This design comes from an exercise in tuning for small area, a short achievable clock period and few clock cycles per item on the open sky130 flow, not from production work.
No functional check of the RTL was part of any run shown here.

==> flow/design.v (outline; a module is shown in full before it is edited, if it fits) <==
// module iir_fa: 10 lines
// module iir_x2: 7 lines
// module iir_ha: 9 lines
// module iir_df1_biquad_axis: 1060 lines
module iir_df1_biquad_axis
#(
    parameter int unsigned coeff_width  = 16,
    parameter int unsigned inout_width  = 16,
    parameter int unsigned scale_factor = 14,
    parameter int          a1_int_coeff = -31880,
    parameter int          a2_int_coeff = 15531,
    parameter int          bo_int_coeff = 167,
    parameter int          b1_int_coeff = -302,
    parameter int          b2_int_coeff = 167
) (
    input  logic                          clk,
    input  logic                          rst,
    input  logic                          s_axis_tvalid,
    input  logic signed [inout_width-1:0] s_axis_tdata,
    output logic                          m_axis_tready,
    output logic signed [inout_width-1:0] m_axis_tdata,
    output logic                          m_axis_tvalid
);
  // ...
==> flow/run.sh <==
#!/bin/bash
# synth_recipe.tcl (not shown) runs the flow's synth.tcl, then flattens the netlist and writes it again
# the make line also repeats each setting of config.mk as NAME=value (left out here)
make -C /OpenROAD-flow-scripts/flow DESIGN_CONFIG=/design/flow/config.mk WORK_HOME=/design/flow/orfs CLKGATE_MAP_FILE= SYNTH_SCRIPT=/design/flow/synth_recipe.tcl finish
==> flow/config.mk <==
export PLATFORM = sky130hd
export DESIGN_NAME = iir_df1_biquad_axis
export DESIGN_NICKNAME = iir_df1_biquad_axis
export VERILOG_FILES = /design/flow/design.v
export SDC_FILE = /design/flow/constraint.sdc
export NUM_CORES = 4
export LEC_CHECK = 0
export ABC_AREA = 1
export CAP_MARGIN = 20
export CORE_MARGIN = 2
export CORE_UTILIZATION = 40
export SETUP_SLACK_MARGIN = 3.2
export SLEW_MARGIN = 20
export SYNTH_HIERARCHICAL = 1
export SYNTH_MINIMUM_KEEP_SIZE = 0
==> flow/constraint.sdc <==
create_clock -name core_clock -period 7.0 [get_ports {clk}]
set_input_delay 1.4000 -clock core_clock [delete_from_list [all_inputs] [get_ports {clk}]]
set_output_delay 1.4000 -clock core_clock [all_outputs]
set_load 0.01 [all_outputs]
==> qor.log, run 1 <==
[run_status] run status timing/DRC/antenna clean
[hold_path] Tightest Hold Check Type reg -> reg
[timing] final critical-path required period 3.613 ns
[setup_path] CP Max Fanout 7
[setup_path] critical path class reg -> reg
[yosys] combined area of all synthesized cells 12200 um^2
[final_layout] flip-flop and latch count 135
[yosys] xor/xnor cell area share of the yosys netlist 1.723%
[route] vias after detailed routing 8521
[placement] gpl congestion 0.8242
[route] M1 wire length 13.54 mm
[final_layout] data-path buffer share of cell area in the final layout 3.004%
[final_layout] total of clock buffers placed in the layout 17
[final_layout] max FFs per register 27
[hold_path] destination of the worst hold path hx2_q[15]$_SDFFE_PP0P_
[die] inserted tap cell count 390
[global_route] met2 global-route usage 28.01%
[final_layout] inverters 283
[setup_path] worst reg2reg endpoint yb_q[13]$_SDFFE_PP0P_
[clocking] Post-CTS Setup Inserts 0
[setup_path] logic depth of the worst path, buffers included 17
[final_layout] largest registers ga_q (27), gb_q (22), t_q (18)
[timing] final hold slack 0.5129 ns
[yosys] Post-synth EDFFs 0
[final_layout] Most flops, register ga_q
[timing] RSZ-0062 raised after global routing true
[hold_path] Hold Path Depth 2
[final_layout] area occupied by registers 2735 um^2
[timing] final sum of negative setup slack 0 ns
[placement] DP HPWL 21.72 mm
[final_layout] signed area change from the synthesized netlist to the final layout 11.99%
[route] count of TritonRoute iterations in the first routing pass 7
[route] routed length on met3 1.007 mm
==> run 2: changes to the inputs <==
--- a/flow/design.v
+++ b/flow/design.v
@@ -47,17 +47,17 @@
     output logic                          m_axis_tvalid
 );
     logic        v1_q, v2_q, v3_q;        
     logic [15:0] hx1_q, hx2_q;            
     logic [15:0] y1_q;                    
     logic [15:0] yb_q;                    
     logic signed [17:0] t_d, t_q;
     logic [31:0]  ga_d, ga_q;
-    logic [31:8] gb_d, gb_q;
+    logic [31:12] gb_d, gb_q;
     logic         gc_d, gc_q;
     logic         c29;
     logic [2:0]   top0, top1;
     logic         ok0, ok1, hi_ok, sgn;
     logic [15:0]  y_sat;
     logic tt1, tt2, tt3, tt4, tt5, tt6, tt7, tt8, tt9, tt10, tt11, tt12;
     logic tt13, tt14, tt15, tt16, tt17, tt18, tt19, tt20, tt21, tt22, tt23, tt24;
     logic tt25, tt26, tt27, tt28, tt29, tt30, tt31, tt32, tt33, tt34, tt35, tt36;
@@ -566,197 +566,230 @@
     assign gt393 = ~gt263;
     iir_fa u_gt394 (.a(gt393), .b(gt326), .c(gt327), .s(gt394), .co(gt395));
     assign gt396 = ~gt330;
     iir_fa u_gt397 (.a(gt396), .b(gt272), .c(gt328), .s(gt397), .co(gt398));
     assign gt399 = ~gt274;
     iir_fa u_gt400 (.a(gt332), .b(gt399), .c(gt331), .s(gt400), .co(gt401));
     iir_ha u_gt402 (.a(yb_q[12]), .b(gt334), .s(gt402), .co(gt403));
     assign gt404 = ~yb_q[12] & gt334;
-    logic [7:0] glg, glp;
+    logic [11:0] glg, glp;
     assign glg[0] = t_q[0] & yb_q[0];
     assign glp[0] = t_q[0] | yb_q[0];
     assign glg[1] = ~t_q[0] & ~gt335;
     assign glp[1] = ~t_q[0] | ~gt335;
     assign glg[2] = gt337 & gt339;
     assign glp[2] = gt337 | gt339;
     assign glg[3] = gt340 & gt342;
     assign glp[3] = gt340 | gt342;
     assign glg[4] = gt343 & gt344;
     assign glp[4] = gt343 | gt344;
     assign glg[5] = gt345 & gt346;
     assign glp[5] = gt345 | gt346;
     assign glg[6] = gt347 & gt348;
     assign glp[6] = gt347 | gt348;
     assign glg[7] = gt349 & gt350;
     assign glp[7] = gt349 | gt350;
+    assign glg[8] = gt351 & gt352;
+    assign glp[8] = gt351 | gt352;
+    assign glg[9] = gt353 & gt354;
+    assign glp[9] = gt353 | gt354;
+    assign glg[10] = gt355 & gt356;
+    assign glp[10] = gt355 | gt356;
+    assign glg[11] = gt357 & gt358;
+    assign glp[11] = gt357 | gt358;
     logic glG1, glP1;
     assign glG1 = glg[1] | (glp[1] & glg[0]);
     assign glP1 = glp[1] & glp[0];
     logic glG2, glP2;
     assign glG2 = glg[3] | (glp[3] & glg[2]);
     assign glP2 = glp[3] & glp[2];
     logic glG3, glP3;
     assign glG3 = glg[5] | (glp[5] & glg[4]);
     assign glP3 = glp[5] & glp[4];
     logic glG4, glP4;
     assign glG4 = glg[7] | (glp[7] & glg[6]);
     assign glP4 = glp[7] & glp[6];
     logic glG5, glP5;
-    assign glG5 = glg[2] | (glp[2] & glG1);
-    assign glP5 = glp[2] & glP1;
+    assign glG5 = glg[9] | (glp[9] & glg[8]);
+    assign glP5 = glp[9] & glp[8];
     logic glG6, glP6;
-    assign glG6 = glG2 | (glP2 & glG1);
-    assign glP6 = glP2 & glP1;
+    assign glG6 = glg[11] | (glp[11] & glg[10]);
+    assign glP6 = glp[11] & glp[10];
     logic glG7, glP7;
-    assign glG7 = glg[6] | (glp[6] & glG3);
-    assign glP7 = glp[6] & glP3;
+    assign glG7 = glg[2] | (glp[2] & glG1);
+    assign glP7 = glp[2] & glP1;
     logic glG8, glP8;
-    assign glG8 = glG4 | (glP4 & glG3);
-    assign glP8 = glP4 & glP3;
+    assign glG8 = glG2 | (glP2 & glG1);
+    assign glP8 = glP2 & glP1;
     logic glG9, glP9;
-    assign glG9 = glg[4] | (glp[4] & glG6);
-    assign glP9 = glp[4] & glP6;
+    assign glG9 = glg[6] | (glp[6] & glG3);
+    assign glP9 = glp[6] & glP3;
     logic glG10, glP10;
-    assign glG10 = glG3 | (glP3 & glG6);
-    assign glP10 = glP3 & glP6;
+    assign glG10 = glG4 | (glP4 & glG3);
+    assign glP10 = glP4 & glP3;
     logic glG11, glP11;
-    assign glG11 = glG7 | (glP7 & glG6);
-    assign glP11 = glP7 & glP6;
+    assign glG11 = glg[10] | (glp[10] & glG5);
+    assign glP11 = glp[10] & glP5;
     logic glG12, glP12;
-    assign glG12 = glG8 | (glP8 & glG6);
-    assign glP12 = glP8 & glP6;
+    assign glG12 = glG6 | (glP6 & glG5);
+    assign glP12 = glP6 & glP5;
+    logic glG13, glP13;
+    assign glG13 = glg[4] | (glp[4] & glG8);
+    assign glP13 = glp[4] & glP8;
+    logic glG14, glP14;
+    assign glG14 = glG3 | (glP3 & glG8);
+    assign glP14 = glP3 & glP8;
+    logic glG15, glP15;
+    assign glG15 = glG9 | (glP9 & glG8);
+    assign glP15 = glP9 & glP8;
+    logic glG16, glP16;
+    assign glG16 = glG10 | (glP10 & glG8);
+    assign glP16 = glP10 & glP8;
+    logic glG17, glP17;
+    assign glG17 = glg[8] | (glp[8] & glG16);
+    assign glP17 = glp[8] & glP16;
+    logic glG18, glP18;
+    assign glG18 = glG5 | (glP5 & glG16);
+    assign glP18 = glP5 & glP16;
+    logic glG19, glP19;
+    assign glG19 = glG11 | (glP11 & glG16);
+    assign glP19 = glP11 & glP16;
+    logic glG20, glP20;
+    assign glG20 = glG12 | (glP12 & glG16);
+    assign glP20 = glP12 & glP16;
     logic glx0;
     iir_x2 u_glx0 (.a(t_q[0]), .b(yb_q[0]), .s(glx0));
     logic glx1;
     iir_x2 u_glx1 (.a(~t_q[0]), .b(~gt335), .s(glx1));
     logic glx2;
     iir_x2 u_glx2 (.a(gt337), .b(gt339), .s(glx2));
     logic glx3;
     iir_x2 u_glx3 (.a(gt340), .b(gt342), .s(glx3));
     logic glx4;
     iir_x2 u_glx4 (.a(gt343), .b(gt344), .s(glx4));
     logic glx5;
     iir_x2 u_glx5 (.a(gt345), .b(gt346), .s(glx5));
     logic glx6;
     iir_x2 u_glx6 (.a(gt347), .b(gt348), .s(glx6));
     logic glx7;
     iir_x2 u_glx7 (.a(gt349), .b(gt350), .s(glx7));
-    assign ga_d = {1'b1, 1'b0, ~yb_q[14], ~yb_q[13], gt404, gt401, ~gt398, ~gt395, ~gt392, ~gt389, ~gt386, gt383, gt380, ~gt377, gt374, gt371, gt368, gt365, gt362, gt359, gt357, gt355, gt353, gt351, (glx7 ^ glG11), (glx6 ^ glG10), (glx5 ^ glG9), (glx4 ^ glG6), (glx3 ^ glG5), (glx2 ^ glG1), (glx1 ^ glg[0]), (glx0 ^ 1'b0)};
-    assign gb_d = {1'b0, 1'b0, yb_q[15], yb_q[14], yb_q[13], ~gt402, gt400, ~gt397, ~gt394, ~gt391, ~gt388, ~gt385, gt382, gt379, ~gt376, gt373, gt370, gt367, gt364, gt361, gt358, gt356, gt354, gt352};
-    assign gc_d = glG12;
+    logic glx8;
+    iir_x2 u_glx8 (.a(gt351), .b(gt352), .s(glx8));
+    logic glx9;
+    iir_x2 u_glx9 (.a(gt353), .b(gt354), .s(glx9));
+    logic glx10;
+    iir_x2 u_glx10 (.a(gt355), .b(gt356), .s(glx10));
+    logic glx11;
+    iir_x2 u_glx11 (.a(gt357), .b(gt358), .s(glx11));
+    assign ga_d = {1'b1, 1'b0, ~yb_q[14], ~yb_q[13], gt404, gt401, ~gt398, ~gt395, ~gt392, ~gt389, ~gt386, gt383, gt380, ~gt377, gt374, gt371, gt368, gt365, gt362, gt359, (glx11 ^ glG19), (glx10 ^ glG18), (glx9 ^ glG17), (glx8 ^ glG16), (glx7 ^ glG15), (glx6 ^ glG14), (glx5 ^ glG13), (glx4 ^ glG8), (glx3 ^ glG7), (glx2 ^ glG1), (glx1 ^ glg[0]), (glx0 ^ 1'b0)};
+    assign gb_d = {1'b0, 1'b0, yb_q[15], yb_q[14], yb_q[13], ~gt402, gt400, ~gt397, ~gt394, ~gt391, ~gt388, ~gt385, gt382, gt379, ~gt376, gt373, gt370, gt367, gt364, gt361};
+    assign gc_d = glG20;
     logic lt1, lt2, lt3, lt4, lt5, lt6, lt7, lt8, lt9, lt10, lt11, lt12;
     logic lt13, lt14, lt15, lt16, lt17, lt18, lt19, lt20, lt21, lt22, lt23, lt24;
     logic lt25, lt26, lt27, lt28, lt29, lt30, lt31, lt32, lt33, lt34, lt35, lt36;
     logic lt37, lt38, lt39, lt40, lt41, lt42, lt43, lt44, lt45, lt46, lt47, lt48;
     logic lt49, lt50, lt51, lt52, lt53, lt54, lt55, lt56, lt57, lt58, lt59, lt60;
     logic lt61, lt62, lt63, lt64, lt65, lt66, lt67, lt68, lt69, lt70, lt71, lt72;
     logic lt73, lt74, lt75, lt76, lt77, lt78, lt79, lt80, lt81, lt82, lt83, lt84;
     logic lt85, lt86, lt87, lt88, lt89, lt90, lt91, lt92, lt93, lt94, lt95, lt96;
     logic lt97, lt98, lt99, lt100, lt101, lt102, lt103, lt104, lt105, lt106, lt107, lt108;
     logic lt109, lt110, lt111, lt112, lt113, lt114, lt115, lt116, lt117, lt118, lt119, lt120;
     logic lt121, lt122, lt123, lt124, lt125, lt126, lt127, lt128, lt129, lt130, lt131, lt132;
     logic lt133, lt134, lt135, lt136, lt137, lt138, lt139, lt140, lt141, lt142, lt143, lt144;
-    logic lt145, lt146, lt147, lt148, lt149, lt150, lt151, lt152, lt153, lt154, lt155, lt156;
-    logic lt157, lt158, lt159, lt160, lt161, lt162, lt163, lt164;
-    iir_ha u_lt1 (.a(ga_q[8]), .b(gb_q[8]), .s(lt1), .co(lt2));
-    iir_ha u_lt3 (.a(ga_q[9]), .b(gb_q[9]), .s(lt3), .co(lt4));
-    iir_fa u_lt5 (.a(ga_q[10]), .b(gb_q[10]), .c(y1_q[7]), .s(lt5), .co(lt6));
-    iir_fa u_lt7 (.a(ga_q[11]), .b(gb_q[11]), .c(y1_q[8]), .s(lt7), .co(lt8));
-    iir_fa u_lt9 (.a(ga_q[12]), .b(gb_q[12]), .c(y1_q[9]), .s(lt9), .co(lt10));
-    iir_fa u_lt11 (.a(ga_q[13]), .b(gb_q[13]), .c(y1_q[10]), .s(lt11), .co(lt12));
-    iir_fa u_lt13 (.a(ga_q[14]), .b(gb_q[14]), .c(y1_q[11]), .s(lt13), .co(lt14));
-    iir_fa u_lt15 (.a(ga_q[15]), .b(gb_q[15]), .c(y1_q[12]), .s(lt15), .co(lt16));
-    iir_ha u_lt17 (.a(y1_q[8]), .b(y1_q[0]), .s(lt17), .co(lt18));
-    iir_fa u_lt19 (.a(ga_q[16]), .b(gb_q[16]), .c(y1_q[13]), .s(lt19), .co(lt20));
-    assign lt21 = ~y1_q[6];
-    iir_fa u_lt22 (.a(y1_q[9]), .b(y1_q[1]), .c(lt21), .s(lt22), .co(lt23));
-    iir_fa u_lt24 (.a(ga_q[17]), .b(gb_q[17]), .c(y1_q[14]), .s(lt24), .co(lt25));
-    assign lt26 = ~y1_q[7];
-    iir_fa u_lt27 (.a(y1_q[10]), .b(y1_q[2]), .c(lt26), .s(lt27), .co(lt28));
-    iir_fa u_lt29 (.a(ga_q[18]), .b(gb_q[18]), .c(y1_q[11]), .s(lt29), .co(lt30));
-    assign lt31 = ~y1_q[3];
-    iir_fa u_lt32 (.a(lt31), .b(y1_q[15]), .c(y1_q[8]), .s(lt32), .co(lt33));
-    iir_fa u_lt34 (.a(ga_q[19]), .b(gb_q[19]), .c(y1_q[12]), .s(lt34), .co(lt35));
-    iir_ha u_lt36 (.a(y1_q[4]), .b(y1_q[9]), .s(lt36), .co(lt37));
-    assign lt38 = y1_q[4] & ~y1_q[9];
-    iir_fa u_lt39 (.a(ga_q[20]), .b(gb_q[20]), .c(y1_q[13]), .s(lt39), .co(lt40));
-    iir_ha u_lt41 (.a(y1_q[5]), .b(y1_q[10]), .s(lt41), .co(lt42));
-    assign lt43 = y1_q[5] & ~y1_q[10];
-    iir_fa u_lt44 (.a(ga_q[21]), .b(gb_q[21]), .c(y1_q[14]), .s(lt44), .co(lt45));
-    iir_ha u_lt46 (.a(y1_q[6]), .b(y1_q[11]), .s(lt46), .co(lt47));
-    assign lt48 = y1_q[6] & ~y1_q[11];
-    iir_fa u_lt49 (.a(ga_q[22]), .b(gb_q[22]), .c(y1_q[7]), .s(lt49), .co(lt50));
-    iir_ha u_lt51 (.a(y1_q[15]), .b(y1_q[12]), .s(lt51), .co(lt52));
-    assign lt53 = ~(y1_q[15] | y1_q[12]);
-    iir_fa u_lt54 (.a(ga_q[23]), .b(gb_q[23]), .c(y1_q[8]), .s(lt54), .co(lt55));
-    iir_ha u_lt56 (.a(ga_q[24]), .b(gb_q[24]), .s(lt56), .co(lt57));
-    iir_ha u_lt58 (.a(ga_q[25]), .b(gb_q[25]), .s(lt58), .co(lt59));
-    iir_ha u_lt60 (.a(gc_q), .b(y1_q[5]), .s(lt60), .co(lt61));
-    iir_fa u_lt62 (.a(y1_q[6]), .b(y1_q[2]), .c(lt2), .s(lt62), .co(lt63));
-    assign lt64 = ~y1_q[0];
-    iir_fa u_lt65 (.a(y1_q[3]), .b(lt64), .c(lt4), .s(lt65), .co(lt66));
-    iir_fa u_lt67 (.a(y1_q[4]), .b(lt6), .c(lt7), .s(lt67), .co(lt68));
-    iir_fa u_lt69 (.a(y1_q[5]), .b(lt8), .c(lt9), .s(lt69), .co(lt70));
-    iir_fa u_lt71 (.a(y1_q[6]), .b(lt10), .c(lt11), .s(lt71), .co(lt72));
-    iir_fa u_lt73 (.a(y1_q[7]), .b(lt12), .c(lt13), .s(lt73), .co(lt74));
-    iir_fa u_lt75 (.a(lt17), .b(lt14), .c(lt15), .s(lt75), .co(lt76));
-    iir_fa u_lt77 (.a(lt18), .b(lt16), .c(lt19), .s(lt77), .co(lt78));
-    iir_fa u_lt79 (.a(lt20), .b(lt24), .c(lt23), .s(lt79), .co(lt80));
-    iir_fa u_lt81 (.a(lt25), .b(lt29), .c(lt28), .s(lt81), .co(lt82));
-    assign lt83 = ~lt36;
-    iir_fa u_lt84 (.a(lt83), .b(lt30), .c(lt34), .s(lt84), .co(lt85));
-    iir_fa u_lt86 (.a(lt38), .b(lt35), .c(lt39), .s(lt86), .co(lt87));
-    iir_fa u_lt88 (.a(lt43), .b(lt40), .c(lt44), .s(lt88), .co(lt89));
-    iir_fa u_lt90 (.a(lt48), .b(lt51), .c(lt45), .s(lt90), .co(lt91));
-    iir_fa u_lt92 (.a(lt53), .b(lt50), .c(lt54), .s(lt92), .co(lt93));
-    assign lt94 = ~y1_q[14];
-    iir_fa u_lt95 (.a(y1_q[9]), .b(lt94), .c(lt56), .s(lt95), .co(lt96));
-    iir_fa u_lt97 (.a(y1_q[15]), .b(y1_q[10]), .c(lt57), .s(lt97), .co(lt98));
-    iir_fa u_lt99 (.a(ga_q[26]), .b(gb_q[26]), .c(y1_q[11]), .s(lt99), .co(lt100));
-    iir_ha u_lt101 (.a(ga_q[27]), .b(gb_q[27]), .s(lt101), .co(lt102));
-    iir_ha u_lt103 (.a(ga_q[28]), .b(gb_q[28]), .s(lt103), .co(lt104));
-    iir_ha u_lt105 (.a(ga_q[29]), .b(gb_q[29]), .s(lt105), .co(lt106));
-    iir_ha u_lt107 (.a(ga_q[7]), .b(y1_q[4]), .s(lt107), .co(lt108));
-    iir_fa u_lt109 (.a(y1_q[1]), .b(lt60), .c(lt1), .s(lt109), .co(lt110));
-    iir_fa u_lt111 (.a(lt61), .b(lt3), .c(lt62), .s(lt111), .co(lt112));
-    iir_fa u_lt113 (.a(lt5), .b(lt63), .c(lt65), .s(lt113), .co(lt114));
-    assign lt115 = ~y1_q[1];
-    iir_fa u_lt116 (.a(lt115), .b(lt66), .c(lt67), .s(lt116), .co(lt117));
-    assign lt118 = ~y1_q[2];
-    iir_fa u_lt119 (.a(lt118), .b(lt68), .c(lt69), .s(lt119), .co(lt120));
-    iir_fa u_lt121 (.a(lt31), .b(lt70), .c(lt71), .s(lt121), .co(lt122));
-    assign lt123 = ~y1_q[4];
-    iir_fa u_lt124 (.a(lt123), .b(lt72), .c(lt73), .s(lt124), .co(lt125));
-    assign lt126 = ~y1_q[5];
-    iir_fa u_lt127 (.a(lt126), .b(lt74), .c(lt75), .s(lt127), .co(lt128));
-    iir_fa u_lt129 (.a(lt22), .b(lt76), .c(lt77), .s(lt129), .co(lt130));
-    iir_fa u_lt131 (.a(lt27), .b(lt78), .c(lt79), .s(lt131), .co(lt132));
-    assign lt133 = ~lt32;
-    iir_fa u_lt134 (.a(lt133), .b(lt80), .c(lt81), .s(lt134), .co(lt135));
-    assign lt136 = ~lt33;
-    iir_fa u_lt137 (.a(lt136), .b(lt84), .c(lt82), .s(lt137), .co(lt138));
-    assign lt139 = ~lt41;
-    iir_fa u_lt140 (.a(lt139), .b(lt85), .c(lt86), .s(lt140), .co(lt141));
-    assign lt142 = ~lt46;
-    iir_fa u_lt143 (.a(lt142), .b(lt87), .c(lt88), .s(lt143), .co(lt144));
-    iir_fa u_lt145 (.a(lt49), .b(lt89), .c(lt90), .s(lt145), .co(lt146));
-    assign lt147 = ~y1_q[13];
-    iir_fa u_lt148 (.a(lt147), .b(lt91), .c(lt92), .s(lt148), .co(lt149));
-    iir_fa u_lt150 (.a(lt55), .b(lt95), .c(lt93), .s(lt150), .co(lt151));
-    iir_fa u_lt152 (.a(lt58), .b(lt96), .c(lt97), .s(lt152), .co(lt153));
-    iir_fa u_lt154 (.a(lt59), .b(lt99), .c(lt98), .s(lt154), .co(lt155));
-    iir_fa u_lt156 (.a(y1_q[12]), .b(lt101), .c(lt100), .s(lt156), .co(lt157));
-    iir_fa u_lt158 (.a(y1_q[13]), .b(lt102), .c(lt103), .s(lt158), .co(lt159));
-    iir_fa u_lt160 (.a(y1_q[14]), .b(lt104), .c(lt105), .s(lt160), .co(lt161));
-    iir_ha u_lt162 (.a(y1_q[15]), .b(lt106), .s(lt162), .co(lt163));
-    assign lt164 = ~y1_q[15] & lt106;
+    logic lt145, lt146, lt147, lt148, lt149, lt150, lt151, lt152;
+    iir_fa u_lt1 (.a(ga_q[12]), .b(gb_q[12]), .c(gc_q), .s(lt1), .co(lt2));
+    iir_fa u_lt3 (.a(ga_q[13]), .b(gb_q[13]), .c(y1_q[10]), .s(lt3), .co(lt4));
+    iir_fa u_lt5 (.a(ga_q[14]), .b(gb_q[14]), .c(y1_q[11]), .s(lt5), .co(lt6));
+    iir_fa u_lt7 (.a(ga_q[15]), .b(gb_q[15]), .c(y1_q[12]), .s(lt7), .co(lt8));
+    iir_ha u_lt9 (.a(y1_q[8]), .b(y1_q[0]), .s(lt9), .co(lt10));
+    iir_fa u_lt11 (.a(ga_q[16]), .b(gb_q[16]), .c(y1_q[13]), .s(lt11), .co(lt12));
+    assign lt13 = ~y1_q[6];
+    iir_fa u_lt14 (.a(y1_q[9]), .b(y1_q[1]), .c(lt13), .s(lt14), .co(lt15));
+    iir_fa u_lt16 (.a(ga_q[17]), .b(gb_q[17]), .c(y1_q[14]), .s(lt16), .co(lt17));
+    assign lt18 = ~y1_q[7];
+    iir_fa u_lt19 (.a(y1_q[10]), .b(y1_q[2]), .c(lt18), .s(lt19), .co(lt20));
+    iir_fa u_lt21 (.a(ga_q[18]), .b(gb_q[18]), .c(y1_q[11]), .s(lt21), .co(lt22));
+    assign lt23 = ~y1_q[3];
+    iir_fa u_lt24 (.a(lt23), .b(y1_q[15]), .c(y1_q[8]), .s(lt24), .co(lt25));
+    iir_fa u_lt26 (.a(ga_q[19]), .b(gb_q[19]), .c(y1_q[12]), .s(lt26), .co(lt27));
+    iir_ha u_lt28 (.a(y1_q[4]), .b(y1_q[9]), .s(lt28), .co(lt29));
+    assign lt30 = y1_q[4] & ~y1_q[9];
+    iir_fa u_lt31 (.a(ga_q[20]), .b(gb_q[20]), .c(y1_q[13]), .s(lt31), .co(lt32));
+    iir_ha u_lt33 (.a(y1_q[5]), .b(y1_q[10]), .s(lt33), .co(lt34));
+    assign lt35 = y1_q[5] & ~y1_q[10];
+    iir_fa u_lt36 (.a(ga_q[21]), .b(gb_q[21]), .c(y1_q[14]), .s(lt36), .co(lt37));
+    iir_ha u_lt38 (.a(y1_q[6]), .b(y1_q[11]), .s(lt38), .co(lt39));
+    assign lt40 = y1_q[6] & ~y1_q[11];
+    iir_fa u_lt41 (.a(ga_q[22]), .b(gb_q[22]), .c(y1_q[7]), .s(lt41), .co(lt42));
+    iir_ha u_lt43 (.a(y1_q[15]), .b(y1_q[12]), .s(lt43), .co(lt44));
+    assign lt45 = ~(y1_q[15] | y1_q[12]);
+    iir_fa u_lt46 (.a(ga_q[23]), .b(gb_q[23]), .c(y1_q[8]), .s(lt46), .co(lt47));
+    iir_ha u_lt48 (.a(ga_q[24]), .b(gb_q[24]), .s(lt48), .co(lt49));
+    iir_ha u_lt50 (.a(ga_q[25]), .b(gb_q[25]), .s(lt50), .co(lt51));
+    iir_ha u_lt52 (.a(ga_q[10]), .b(y1_q[7]), .s(lt52), .co(lt53));
+    iir_fa u_lt54 (.a(ga_q[11]), .b(y1_q[8]), .c(y1_q[4]), .s(lt54), .co(lt55));
+    assign lt56 = ~y1_q[2];
+    iir_fa u_lt57 (.a(y1_q[9]), .b(y1_q[5]), .c(lt56), .s(lt57), .co(lt58));
+    iir_fa u_lt59 (.a(y1_q[6]), .b(lt2), .c(lt3), .s(lt59), .co(lt60));
+    iir_fa u_lt61 (.a(y1_q[7]), .b(lt4), .c(lt5), .s(lt61), .co(lt62));
+    iir_fa u_lt63 (.a(lt9), .b(lt6), .c(lt7), .s(lt63), .co(lt64));
+    iir_fa u_lt65 (.a(lt10), .b(lt8), .c(lt11), .s(lt65), .co(lt66));
+    iir_fa u_lt67 (.a(lt12), .b(lt16), .c(lt15), .s(lt67), .co(lt68));
+    iir_fa u_lt69 (.a(lt17), .b(lt21), .c(lt20), .s(lt69), .co(lt70));
+    assign lt71 = ~lt28;
+    iir_fa u_lt72 (.a(lt71), .b(lt22), .c(lt26), .s(lt72), .co(lt73));
+    iir_fa u_lt74 (.a(lt30), .b(lt27), .c(lt31), .s(lt74), .co(lt75));
+    iir_fa u_lt76 (.a(lt35), .b(lt32), .c(lt36), .s(lt76), .co(lt77));
+    iir_fa u_lt78 (.a(lt40), .b(lt43), .c(lt37), .s(lt78), .co(lt79));
+    iir_fa u_lt80 (.a(lt45), .b(lt42), .c(lt46), .s(lt80), .co(lt81));
+    assign lt82 = ~y1_q[14];
+    iir_fa u_lt83 (.a(y1_q[9]), .b(lt82), .c(lt48), .s(lt83), .co(lt84));
+    iir_fa u_lt85 (.a(y1_q[15]), .b(y1_q[10]), .c(lt49), .s(lt85), .co(lt86));
+    iir_fa u_lt87 (.a(ga_q[26]), .b(gb_q[26]), .c(y1_q[11]), .s(lt87), .co(lt88));
+    iir_ha u_lt89 (.a(ga_q[27]), .b(gb_q[27]), .s(lt89), .co(lt90));
+    iir_ha u_lt91 (.a(ga_q[28]), .b(gb_q[28]), .s(lt91), .co(lt92));
+    iir_ha u_lt93 (.a(ga_q[29]), .b(gb_q[29]), .s(lt93), .co(lt94));
+    iir_ha u_lt95 (.a(ga_q[7]), .b(y1_q[4]), .s(lt95), .co(lt96));
+    iir_fa u_lt97 (.a(ga_q[8]), .b(y1_q[5]), .c(y1_q[1]), .s(lt97), .co(lt98));
+    iir_fa u_lt99 (.a(ga_q[9]), .b(y1_q[6]), .c(y1_q[2]), .s(lt99), .co(lt100));
+    assign lt101 = ~y1_q[0];
+    iir_fa u_lt102 (.a(y1_q[3]), .b(lt101), .c(lt52), .s(lt102), .co(lt103));
+    assign lt104 = ~y1_q[1];
+    iir_fa u_lt105 (.a(lt104), .b(lt53), .c(lt54), .s(lt105), .co(lt106));
+    iir_fa u_lt107 (.a(lt55), .b(lt1), .c(lt57), .s(lt107), .co(lt108));
+    iir_fa u_lt109 (.a(lt23), .b(lt58), .c(lt59), .s(lt109), .co(lt110));
+    assign lt111 = ~y1_q[4];
+    iir_fa u_lt112 (.a(lt111), .b(lt60), .c(lt61), .s(lt112), .co(lt113));
+    assign lt114 = ~y1_q[5];
+    iir_fa u_lt115 (.a(lt114), .b(lt62), .c(lt63), .s(lt115), .co(lt116));
+    iir_fa u_lt117 (.a(lt14), .b(lt64), .c(lt65), .s(lt117), .co(lt118));
+    iir_fa u_lt119 (.a(lt19), .b(lt66), .c(lt67), .s(lt119), .co(lt120));
+    assign lt121 = ~lt24;
+    iir_fa u_lt122 (.a(lt121), .b(lt68), .c(lt69), .s(lt122), .co(lt123));
+    assign lt124 = ~lt25;
+    iir_fa u_lt125 (.a(lt124), .b(lt72), .c(lt70), .s(lt125), .co(lt126));
+    assign lt127 = ~lt33;
+    iir_fa u_lt128 (.a(lt127), .b(lt73), .c(lt74), .s(lt128), .co(lt129));
+    assign lt130 = ~lt38;
+    iir_fa u_lt131 (.a(lt130), .b(lt75), .c(lt76), .s(lt131), .co(lt132));
+    iir_fa u_lt133 (.a(lt41), .b(lt77), .c(lt78), .s(lt133), .co(lt134));
+    assign lt135 = ~y1_q[13];
+    iir_fa u_lt136 (.a(lt135), .b(lt79), .c(lt80), .s(lt136), .co(lt137));
+    iir_fa u_lt138 (.a(lt47), .b(lt83), .c(lt81), .s(lt138), .co(lt139));
+    iir_fa u_lt140 (.a(lt50), .b(lt84), .c(lt85), .s(lt140), .co(lt141));
+    iir_fa u_lt142 (.a(lt51), .b(lt87), .c(lt86), .s(lt142), .co(lt143));
+    iir_fa u_lt144 (.a(y1_q[12]), .b(lt89), .c(lt88), .s(lt144), .co(lt145));
+    iir_fa u_lt146 (.a(y1_q[13]), .b(lt90), .c(lt91), .s(lt146), .co(lt147));
+    iir_fa u_lt148 (.a(y1_q[14]), .b(lt92), .c(lt93), .s(lt148), .co(lt149));
+    iir_ha u_lt150 (.a(y1_q[15]), .b(lt94), .s(lt150), .co(lt151));
+    assign lt152 = ~y1_q[15] & lt94;
     logic [31:0] la, lb;
-    assign la = {lt164, lt161, lt159, lt157, lt155, lt153, lt151, lt149, lt146, lt144, lt141, lt138, lt135, lt132, lt130, lt128, lt125, lt122, lt120, lt117, lt114, lt112, lt110, lt108, lt107, ga_q[6], ga_q[5], ga_q[4], ga_q[3], ga_q[2], ga_q[1], ga_q[0]};
-    assign lb = {1'b1, ~lt162, lt160, lt158, lt156, lt154, lt152, lt150, lt148, lt145, lt143, lt140, lt137, lt134, lt131, lt129, lt127, lt124, lt121, lt119, lt116, lt113, lt111, lt109, y1_q[0], y1_q[3], y1_q[2], y1_q[1], y1_q[0], 1'b0, 1'b0, 1'b0};
+    assign la = {lt152, lt149, lt147, lt145, lt143, lt141, lt139, lt137, lt134, lt132, lt129, lt126, lt123, lt120, lt118, lt116, lt113, lt110, lt108, lt106, lt103, lt100, lt98, lt96, lt95, ga_q[6], ga_q[5], ga_q[4], ga_q[3], ga_q[2], ga_q[1], ga_q[0]};
+    assign lb = {1'b1, ~lt150, lt148, lt146, lt144, lt142, lt140, lt138, lt136, lt133, lt131, lt128, lt125, lt122, lt119, lt117, lt115, lt112, lt109, lt107, lt105, lt102, lt99, lt97, y1_q[0], y1_q[3], y1_q[2], y1_q[1], y1_q[0], 1'b0, 1'b0, 1'b0};
     logic [28:14] cs;
     logic [28:0] lcg, lcp;
     assign lcg[0] = la[0] & lb[0];
     assign lcp[0] = la[0] | lb[0];
     assign lcg[1] = la[1] & lb[1];
     assign lcp[1] = la[1] | lb[1];
     assign lcg[2] = la[2] & lb[2];
     assign lcp[2] = la[2] | lb[2];
==> run 2 against run 1 <==
- sequential share of layout area down 0.57 points
- worst hold slack better by 0.0038 ns
- final area about the same
- routed wire length up 2.4%
- worst setup slack better by 0.0040 ns
- clock skew about the same
- utilization down 0.75 points
- non-clock buffer count down 4
- die area up 0.50%
==> qor.log, run 2 <==
[run_status] run status timing/DRC/antenna clean
[placement] DP HPWL 22.32 mm [+2.8%]
[die] Die Y 179.1 um
[timing] final worst path period share 51.56%
[die] die area 32070 um^2
[final_layout] commonest non-fill, non-tap cells in the layout sky130_fd_sc_hd__nand2_1, sky130_fd_sc_hd__inv_1, sky130_fd_sc_hd__fa_1
[yosys] area fraction of the dominant cell type after synthesis 34.45%
[yosys] ys async rst share 0%
[yosys] most common cell in the synthesized netlist sky130_fd_sc_hd__nand2_1
[final_layout] Most flops, register ga_q
[final_layout] signed area change from the synthesized netlist to the final layout 11.34%
[timing] setup violation total in the final timing report 0
[yosys] Yosys warning total 7
[route] drt initial violations 458
[yosys] number of nets produced by synthesis 1733
[clocking] number of hold-repair buffers added at the cts stage 0
[setup_path] count of cells along the worst register-to-register path 12
[die] initial core utilization 40.41%
[yosys] most frequent cells after synthesis sky130_fd_sc_hd__nand2_1, sky130_fd_sc_hd__inv_1, sky130_fd_sc_hd__fa_1, sky130_fd_sc_hd__dfxtp_1, sky130_fd_sc_hd__nor2_1
[final_layout] max FFs per register 27 [unchanged]
[clocking] CTS tree yes
[global_route] pin count of the biggest net entering global routing 42
[yosys] cell count after synthesis 1447
[global_route] sum of overflow across all layers after global routing 0
[setup_path] CP arrival 3.96 ns
[timing] worst slew slack as a fraction of its limit 38.17%
[clocking] Clock Path Buffers 2
[die] standard-cell rows 64
[timing] final sum of negative setup slack 0 ns [unchanged]
[yosys] leading post-synthesis cells by cell area sky130_fd_sc_hd__fa_1, sky130_fd_sc_hd__dfxtp_1, sky130_fd_sc_hd__nand2_1, sky130_fd_sc_hd__inv_1, sky130_fd_sc_hd__ha_1
[clocking] clock transition at the register clock pins on the worst setup and hold paths after CTS 0.06 ns
[setup_path] setup slack, reg-to-reg 3.39 ns
[job] Max Cap Violations 0
[timing] achievable clock frequency 277.1 MHz
[route] wire per inst 14.44 um
[final_layout] number of nets in the final layout 1768
[hold_path] Hold Path Depth 2 [unchanged]
[yosys] cell taking the most area after synthesis sky130_fd_sc_hd__fa_1
[clocking] clock root buffer sky130_fd_sc_hd__clkbuf_16
[die] number of top-level pins 37
[yosys] share of the yosys chip area belonging to registers 21.39%
[clocking] Num CTS Buffers 17
[yosys] count of state elements after synthesis 131
[yosys] leading register cell type out of synthesis sky130_fd_sc_hd__dfxtp_1
[route] vias after detailed routing 8770 [+2.9%]
[route] average via count per standard cell 4.638
[hold_path] HP Start hx2_q[12]$_SDFFE_PP0P_
[timing] final critical-path required period 3.609 ns [-0.004040 ns]
[global_route] global-route wire length before repair 45.71 mm
[global_route] Total Routing Usage GR 18.46%
[route] final routed wirelength across all metal layers 27.31 mm
[global_route] vias in the first global route 9010
[hold_path] destination of the worst hold path hx2_q[12]$_SDFFE_PP0P_
[setup_path] required time worst endpoint 7.35 ns
[route] count of TritonRoute iterations in the first routing pass 5 [-2]
[timing] RSZ-0062 raised after global routing true
[timing] Pins Over Slew Limit 0
[placement] PortBufs 35
[timing] worst clock skew on the final layout 0.009971 ns
[route] remaining antenna violation count after routing 0
[clocking] clock latency on the worst-skew pair 0.43 ns
[timing] Hold Fails Final Rpt 0
[route] DRC violations left 0
[yosys] combined area of all synthesized cells 12260 um^2 [+0.51%]
[setup_path] capturing element type of the critical path flop
[clocking] sinks on the clock net 131
[setup_path] CP Max Fanout 7 [unchanged]
[global_route] antenna violations before repair 0
[setup_path] launching element type of the critical path flop
[yosys] unique cell type count in the Yosys netlist 42
[yosys] Mean Syn Cell Area 8.475 um^2
[timing] transition at the pin with the smallest max-transition slack 0.9264 ns
[placement] gpl congestion 0.8160 [-0.99%]
[final_layout] Fill cells 2913
[die] chip width 179.1 um
[final_layout] most common cell after layout, fill and taps aside sky130_fd_sc_hd__nand2_1
[clocking] CTS HTree Levels 4
[final_layout] n_diodes 0
[yosys] Post-synth EDFFs 0 [unchanged]
[setup_path] reg-to-reg startpoint yb_q[0]$_SDFFE_PP0P_
[die] placeable core area 30350 um^2
[final_layout] fraction of layout cells with a size suffix above 1 8.963%
[setup_path] critical path class reg -> reg
[setup_path] worst reg2reg endpoint ga_q[11]$_DFF_P_
[final_layout] largest registers ga_q (27), gb_q (18), t_q (18)
[hold_path] Tightest Hold Check Type reg -> reg
[run 2: cell families after synthesis]
kind of cell	share of synthesized area, %
XOR/XNOR	2.071
flip-flops	21.39
adder cells (fa/ha/maj)	40.16
AO/OA/AOI/OAI	7.958
AND/OR/NAND/NOR	18.22
buffers and inverters	10.17
other	0.03058
[run 2: Yosys stat by module, one instance, submodules excluded]
module,times used,flip-flops and latches,cells,area [um^2]
iir_ha,55,0,1,12.51
iir_df1_biquad_axis,1,131,977,6601
iir_fa,210,0,1,20.02
iir_x2,41,0,5,18.77
[run 2: worst max path at each step]
stage	from	end	slack, ns
after floorplan	y1_q[12]$_SDFFE_PP0P_	y1_q[5]$_SDFFE_PP0P_	3.63
after detailed placement	s_axis_tdata[2]	t_q[17]$_DFF_P_	3.06
after global routing	y1_q[7]$_SDFFE_PP0P_	yb_q[0]$_SDFFE_PP0P_	3.18
after CTS	y1_q[13]$_SDFFE_PP0P_	yb_q[4]$_SDFFE_PP0P_	3.21
after global placement	s_axis_tdata[2]	t_q[17]$_DFF_P_	3.12
final	yb_q[0]$_SDFFE_PP0P_	ga_q[11]$_DFF_P_	3.39
[run 2: final cells by class]
class / count / area (um^2) / area share (%)
multi-input cells: 995 / 8439 / 61.81
flip-flops and latches: 131 / 2655 / 19.45
inverters: 298 / 1119 / 8.193
well taps: 396 / 495.5 / 3.629
clock buffers: 20 / 456.7 / 3.345
repair buffers: 39 / 380.4 / 2.786
clock inverters: 12 / 107.6 / 0.7881
[run 2: what timing repair did]
action / CTS / global route
cloned: 0 / 1
gates resized for setup: 10 / 19
setup endpoints to repair: 32 / 33
buffers inserted: 0 / 1
endpoints found under the hold margin: 0 / 0
pin swaps: 0 / 2
[run 2: routing by layer]
metal	vias up	global-route usage, %	wire, um
met5	-	0	0
met4	0	4.839	332
met3	27	2.417	1044
met1	4170	26.30	13580
met2	162	29.70	12350
li1	4411	-	-
[run 2: worst max-delay path: stages (launching register included)]
cell	delay (ns)
sky130_fd_sc_hd__dfxtp_1	0.66
sky130_fd_sc_hd__ha_1	0.33
sky130_fd_sc_hd__inv_1	0.07
sky130_fd_sc_hd__fa_1	0.42
sky130_fd_sc_hd__fa_1	0.39
sky130_fd_sc_hd__fa_1	0.51
sky130_fd_sc_hd__fa_1	0.48
sky130_fd_sc_hd__inv_1	0.10
sky130_fd_sc_hd__a21oi_1	0.06
sky130_fd_sc_hd__a21oi_1	0.15
sky130_fd_sc_hd__nand3_1	0.09
sky130_fd_sc_hd__o21ai_1	0.13
sky130_fd_sc_hd__xnor2_1	0.14
[run 2: stage by stage]
stage	worst slack, ns	util (%)	cells	instance area [um^2]	hold slack, ns
2_1_floorplan	3.626	-	1447	12260	0.4715
3_3_place_gp	3.122	42.84	1857	13000	0.5061
3_5_place_dp	3.057	42.84	1857	13000	0.5097
4_1_cts	3.208	44.74	1889	13580	0.5222
5_1_grt	3.175	44.99	1891	13650	0.5591
6_report	3.391	44.99	1891	13650	0.5167

## afterwards: timing with drivers on the ports
The results above use ideal ports. As a check the final layouts listed here were re-extracted and re-timed, cells and wires unchanged.
Step 1: set_driving_cell puts a clkbuf_16 on clk and a buf_2 on each other input, an assumption about the parent block.
Step 2 times the ports against the registers' clock, not the clock port: input delays grow and output delays shrink by t, the midpoint of the rising clock arrivals with the driver on.
a / b / c = ideal ports / drivers / drivers and shift; a / b = the first two.
run | t (ns) | slack for setup (ns) | hold WS [ns] | slew at the worst register clock pin (ns)
run 1 | 0.460 | 3.387 / 3.387 / 3.097 | 0.513 / 0.513 / 0.513 | 0.07 / 0.07
run 2 | 0.466 | 3.391 / 3.391 / 3.084 | 0.517 / 0.517 / 0.517 | 0.06 / 0.06
After both steps every run listed still meets setup and hold. The setup slack of run 2, which loses most, moves by 0.000 ns with the drivers and by -0.307 ns with both steps.
